Source: an optimization exercise on an open RTL-to-GDS flow (aim: small area). Production flows keep margins and buffers that such runs may drop. In this exercise RTL edits were held to simulation tests only and were not proved equivalent to the original. No activity file was given, so power comes from the tool's default toggle rates.

==> v38: inputs <==
==> flow/design.v <==
module rf_aoi222 (
    input  logic s0, d0, s1, d1, s2, d2,
    output logic y
);
    assign y = ~((s0 & d0) | (s1 & d1) | (s2 & d2));
endmodule
module rf_aoi22 (
    input  logic s0, d0, s1, d1,
    output logic y
);
    assign y = ~((s0 & d0) | (s1 & d1));
endmodule
module rf_nand4 (
    input  logic a, b, c, d,
    output logic y
);
    assign y = ~(a & b & c & d);
endmodule
module rf_nand3 (
    input  logic a, b, c,
    output logic y
);
    assign y = ~(a & b & c);
endmodule
module rf_or3 (
    input  logic a, b, c,
    output logic y
);
    assign y = a | b | c;
endmodule
module rf_rdbit #(
    parameter int unsigned NE = 32
) (
    input  logic [NE-1:0] sel,
    input  logic [NE-1:0] d,
    output logic          y
);
    localparam int unsigned NG = 10;
    logic [NG:0] g_n;
    logic [2:0]  h;
    for (genvar g = 0; g < NG; g++) begin : g_grp
        rf_aoi222 u_aoi (
            .s0(sel[3*g]),   .d0(d[3*g]),
            .s1(sel[3*g+1]), .d1(d[3*g+1]),
            .s2(sel[3*g+2]), .d2(d[3*g+2]),
            .y (g_n[g])
        );
    end
    if (NE == 32) begin : g_rem2
        rf_aoi22 u_aoi (
            .s0(sel[30]), .d0(d[30]),
            .s1(sel[31]), .d1(d[31]),
            .y (g_n[NG])
        );
    end else begin : g_rem1
        assign g_n[NG] = ~(sel[30] & d[30]);
    end
    rf_nand4 u_h0 (.a(g_n[0]), .b(g_n[1]), .c(g_n[2]), .d(g_n[3]), .y(h[0]));
    rf_nand4 u_h1 (.a(g_n[4]), .b(g_n[5]), .c(g_n[6]), .d(g_n[7]), .y(h[1]));
    rf_nand3 u_h2 (.a(g_n[8]), .b(g_n[9]), .c(g_n[10]), .y(h[2]));
    rf_or3   u_y  (.a(h[0]), .b(h[1]), .c(h[2]), .y(y));
endmodule
module regfile_2r1w #(
    parameter int unsigned DATA_W = 32,
    parameter int unsigned ADDR_W = 5,
    parameter int unsigned BYPASS = 1,
    parameter int unsigned CNT_W  = 16
) (
    input  logic              clk,
    input  logic              rst_n,
    input  logic              we,
    input  logic [ADDR_W-1:0] wa,
    input  logic [DATA_W-1:0] wd,
    input  logic [ADDR_W-1:0] ra1,
    input  logic [ADDR_W-1:0] ra2,
    output logic [DATA_W-1:0] rd1,
    output logic [DATA_W-1:0] rd2,
    input  logic [ADDR_W-1:0] dbg_addr,
    output logic [DATA_W-1:0] dbg_data,
    output logic [CNT_W-1:0]  wr_count
);
    localparam int unsigned DEPTH = 2 ** ADDR_W;
    localparam int unsigned NREG  = DEPTH - 1;
    logic [DATA_W-1:0] data_q [DEPTH];
    logic [DEPTH-1:0]  vld_q;
    logic [DEPTH-1:0]  wsel;
    logic [CNT_W-1:0]  cnt_q;
    logic              wr_accept;
    logic              fwd1, fwd2;
    assign wr_accept = we && (wa != '0);
    always_comb begin
        for (int i = 0; i < DEPTH; i++) begin
            wsel[i] = wr_accept && (wa == i);
        end
    end
    always_ff @(posedge clk) begin
        for (int i = 1; i < DEPTH; i++) begin
            if (wsel[i]) begin
                data_q[i] <= wd;
            end
        end
    end
    always_ff @(posedge clk or negedge rst_n) begin
        if (!rst_n) begin
            vld_q <= '0;
        end else begin
            vld_q <= (vld_q | wsel) & {{(DEPTH-1){1'b1}}, 1'b0};
        end
    end
    always_ff @(posedge clk or negedge rst_n) begin
        if (!rst_n) begin
            cnt_q <= '0;
        end else if (wr_accept && (cnt_q != {CNT_W{1'b1}})) begin
            cnt_q <= cnt_q + {{(CNT_W-1){1'b0}}, 1'b1};
        end
    end
    assign fwd1 = (BYPASS != 0) && rst_n && wr_accept && (wa == ra1);
    assign fwd2 = (BYPASS != 0) && rst_n && wr_accept && (wa == ra2);
    logic [DEPTH-1:0] sel1, sel2;
    logic [NREG-1:0]  seld;
    always_comb begin
        sel1[0] = fwd1;
        sel2[0] = fwd2;
        for (int i = 1; i < DEPTH; i++) begin
            sel1[i]   = !fwd1 && vld_q[i] && (ra1 == i);
            sel2[i]   = !fwd2 && vld_q[i] && (ra2 == i);
            seld[i-1] = vld_q[i] && (dbg_addr == i);
        end
    end
    for (genvar b = 0; b < DATA_W; b++) begin : g_bit
        logic [DEPTH-1:0] dop;
        logic [NREG-1:0]  ddb;
        assign dop[0] = wd[b];
        for (genvar i = 1; i < DEPTH; i++) begin : g_ent
            assign dop[i]   = data_q[i][b];
            assign ddb[i-1] = data_q[i][b];
        end
        rf_rdbit #(.NE(DEPTH)) u_rd1 (.sel(sel1), .d(dop), .y(rd1[b]));
        rf_rdbit #(.NE(DEPTH)) u_rd2 (.sel(sel2), .d(dop), .y(rd2[b]));
        rf_rdbit #(.NE(NREG))  u_dbg (.sel(seld), .d(ddb), .y(dbg_data[b]));
    end
    assign wr_count = cnt_q;
endmodule
==> flow/flow/run.sh <==
#!/bin/bash
# The standard layout (standard.sh), with two changes to how the layout is made:
#  - the input and output port buffers are sky130_fd_sc_hd__buf_1 cells;
#  - the clock tree uses clkbuf_8 cells in clusters of up to 18 sinks, without dummy loads.
# make's full output goes to standard.log here; each ORFS step logs under orfs/logs/.
set -euo pipefail
cd "$(dirname "$0")/.."
bash standard.sh \
  "BUFFER_PORTS_ARGS=-buffer_cell sky130_fd_sc_hd__buf_1" \
  "CTS_ARGS=-sink_clustering_enable -repair_clock_nets -sink_clustering_size 18 -sink_clustering_max_diameter 60 -buf_list sky130_fd_sc_hd__clkbuf_8 -dont_use_dummy_load" \
  finish > standard.log 2>&1
==> flow/standard.sh <==
#!/bin/bash
# synth_recipe.tcl (not shown) runs the flow's synth.tcl, then flattens the netlist and writes it again
# the make line also repeats each setting of config.mk as NAME=value (left out here)
make -C /OpenROAD-flow-scripts/flow DESIGN_CONFIG=/design/flow/config.mk WORK_HOME=/design/flow/orfs CLKGATE_MAP_FILE= SYNTH_SCRIPT=/design/flow/synth_recipe.tcl "${@:-finish}"
==> flow/config.mk <==
export PLATFORM = sky130hd
export DESIGN_NAME = regfile_2r1w
export DESIGN_NICKNAME = regfile_2r1w
export VERILOG_FILES = /design/flow/design.v
export SDC_FILE = /design/flow/constraint.sdc
export NUM_CORES = 4
export LEC_CHECK = 0
export CAP_MARGIN = 20
export CELL_PAD_IN_SITES_DETAIL_PLACEMENT = 1
export CELL_PAD_IN_SITES_GLOBAL_PLACEMENT = 1
export CORE_MARGIN = 2
export CORE_UTILIZATION = 50
export PLACE_DENSITY = 0.75
export SLEW_MARGIN = 20
export SYNTH_HIERARCHICAL = 1
export SYNTH_MINIMUM_KEEP_SIZE = 0
==> flow/constraint.sdc <==
create_clock -name core_clock -period 9.0 [get_ports {clk}]
set_input_delay 1.8000 -clock core_clock [delete_from_list [all_inputs] [get_ports {clk}]]
set_output_delay 1.8000 -clock core_clock [all_outputs]
set_load 0.01 [all_outputs]
==> v15: changes against v38 <==
==> flow/design.v, changed modules only <==
module rf_rdbit #(
    parameter int unsigned NE = 32
) (
    input  logic [NE-1:0] sel,
    input  logic [NE-1:0] d,
    output logic          y
);
    localparam int unsigned NG = NE / 3;
    localparam int unsigned NR = NE - 3 * NG;
    logic [NG:0] g_n;
    for (genvar g = 0; g < NG; g++) begin : g_grp
        rf_aoi222 u_aoi (
            .s0(sel[3*g]),   .d0(d[3*g]),
            .s1(sel[3*g+1]), .d1(d[3*g+1]),
            .s2(sel[3*g+2]), .d2(d[3*g+2]),
            .y (g_n[g])
        );
    end
    if (NR == 2) begin : g_rem2
        assign g_n[NG] = ~((sel[3*NG] & d[3*NG]) | (sel[3*NG+1] & d[3*NG+1]));
    end else if (NR == 1) begin : g_rem1
        assign g_n[NG] = ~(sel[3*NG] & d[3*NG]);
    end else begin : g_rem0
        assign g_n[NG] = 1'b1;
    end
    assign y = ~&g_n;
endmodule
// module rf_aoi22 removed
// module rf_nand4 removed
// module rf_nand3 removed
// module rf_or3 removed
==> flow/run.sh (new file) <==
#!/bin/bash
# synth_recipe.tcl (not shown) runs the flow's synth.tcl, then flattens the netlist and writes it again
# the make line also repeats each setting of config.mk as NAME=value (left out here)
make -C /OpenROAD-flow-scripts/flow DESIGN_CONFIG=/design/flow/config.mk WORK_HOME=/design/flow/orfs CLKGATE_MAP_FILE= SYNTH_SCRIPT=/design/flow/synth_recipe.tcl finish
==> flow/config.mk (replaced) <==
export PLATFORM = sky130hd
export DESIGN_NAME = regfile_2r1w
export DESIGN_NICKNAME = regfile_2r1w
export VERILOG_FILES = /design/flow/design.v
export SDC_FILE = /design/flow/constraint.sdc
export NUM_CORES = 4
export LEC_CHECK = 0
export CAP_MARGIN = 20
export CORE_MARGIN = 2
export CORE_UTILIZATION = 30
export PLACE_DENSITY = 0.45
export SLEW_MARGIN = 20
export SYNTH_HIERARCHICAL = 1
export SYNTH_MINIMUM_KEEP_SIZE = 0
removed: flow/flow/run.sh
removed: flow/standard.sh
==> summary.txt <==
Run status: v15 complete, no violations; v38 complete, no violations
Ratio of cells with drive above 1 in the final layout: v15 18.3%; v38 15.7%
Final weighted congestion in routability-driven placement: v15 0.956; v38 1.03
Timing endpoint of the critical path: v15 rd2[28]; v38 rd2[25]
Worst Hold Margin: v15 0.504 ns; v38 0.515 ns
Adder-cell share of the synthesized area: v15 0.0271%; v38 0.0271%
DR pass1 iterations: v15 17; v38 22
Cell with the largest stage delay on the worst path: v15 nor3_4; v38 nor4_4
Net Switching: v15 2.86 mW; v38 2.37 mW
Die ar.: v15 0.157 mm2; v38 0.0949 mm2
XOR/XNOR share of the synthesized area: v15 0.455%; v38 0.455%
Tap cell count: v15 2,030; v38 1,186
Worst reg2reg setup slack: v15 7.05 ns; v38 6.96 ns
Final clock period utilization by the worst path: v15 93.5%; v38 91.0%
Total non-filler cell area in the finished layout: v15 0.0564 mm2; v38 0.0518 mm2
Clock buffer count from CTS: v15 114; v38 90
Simple-gate portion of the synthesized area: v15 9.17%; v38 9.55%
Master cell of the clock root buffer: v15 clkbuf_16; v38 clkbuf_8
Largest incremental delay on the critical path: v15 0.90 ns; v38 1.01 ns

[what the ideal ports hide]
The results above use ideal ports. As a check the final layouts listed here were re-extracted and re-timed, cells and wires unchanged. Step 1 sets driving cells, clkbuf_16 on the clock port and buf_2 on the other inputs (assumed; they add their load-dependent delay and slew). Step 2, shift: input delay + t, output delay - t, t = (earliest + latest rising clock arrival at the registers) / 2. This alone moves slack from input paths to output paths. a / b / c = ideal / step 1 / step 2; a / b = the first two.
run | t, ns | slack for setup (ns) | worst hold slack (ns) | worst setup path at the end | worst data-port slew with drivers (ns)
v38 | 0.835 | 0.809 / 0.784 / 0.784 | 0.515 / 0.515 / 0.515 | input to output | 0.15
v15 | 0.835 | 0.589 / 0.559 / 0.559 | 0.504 / 0.504 / 0.504 | input to output | 0.15
After both steps every run listed still meets setup and hold. For v15, which loses most, drivers alone change the setup slack by -0.030 ns; drivers and shift together by -0.030 ns.
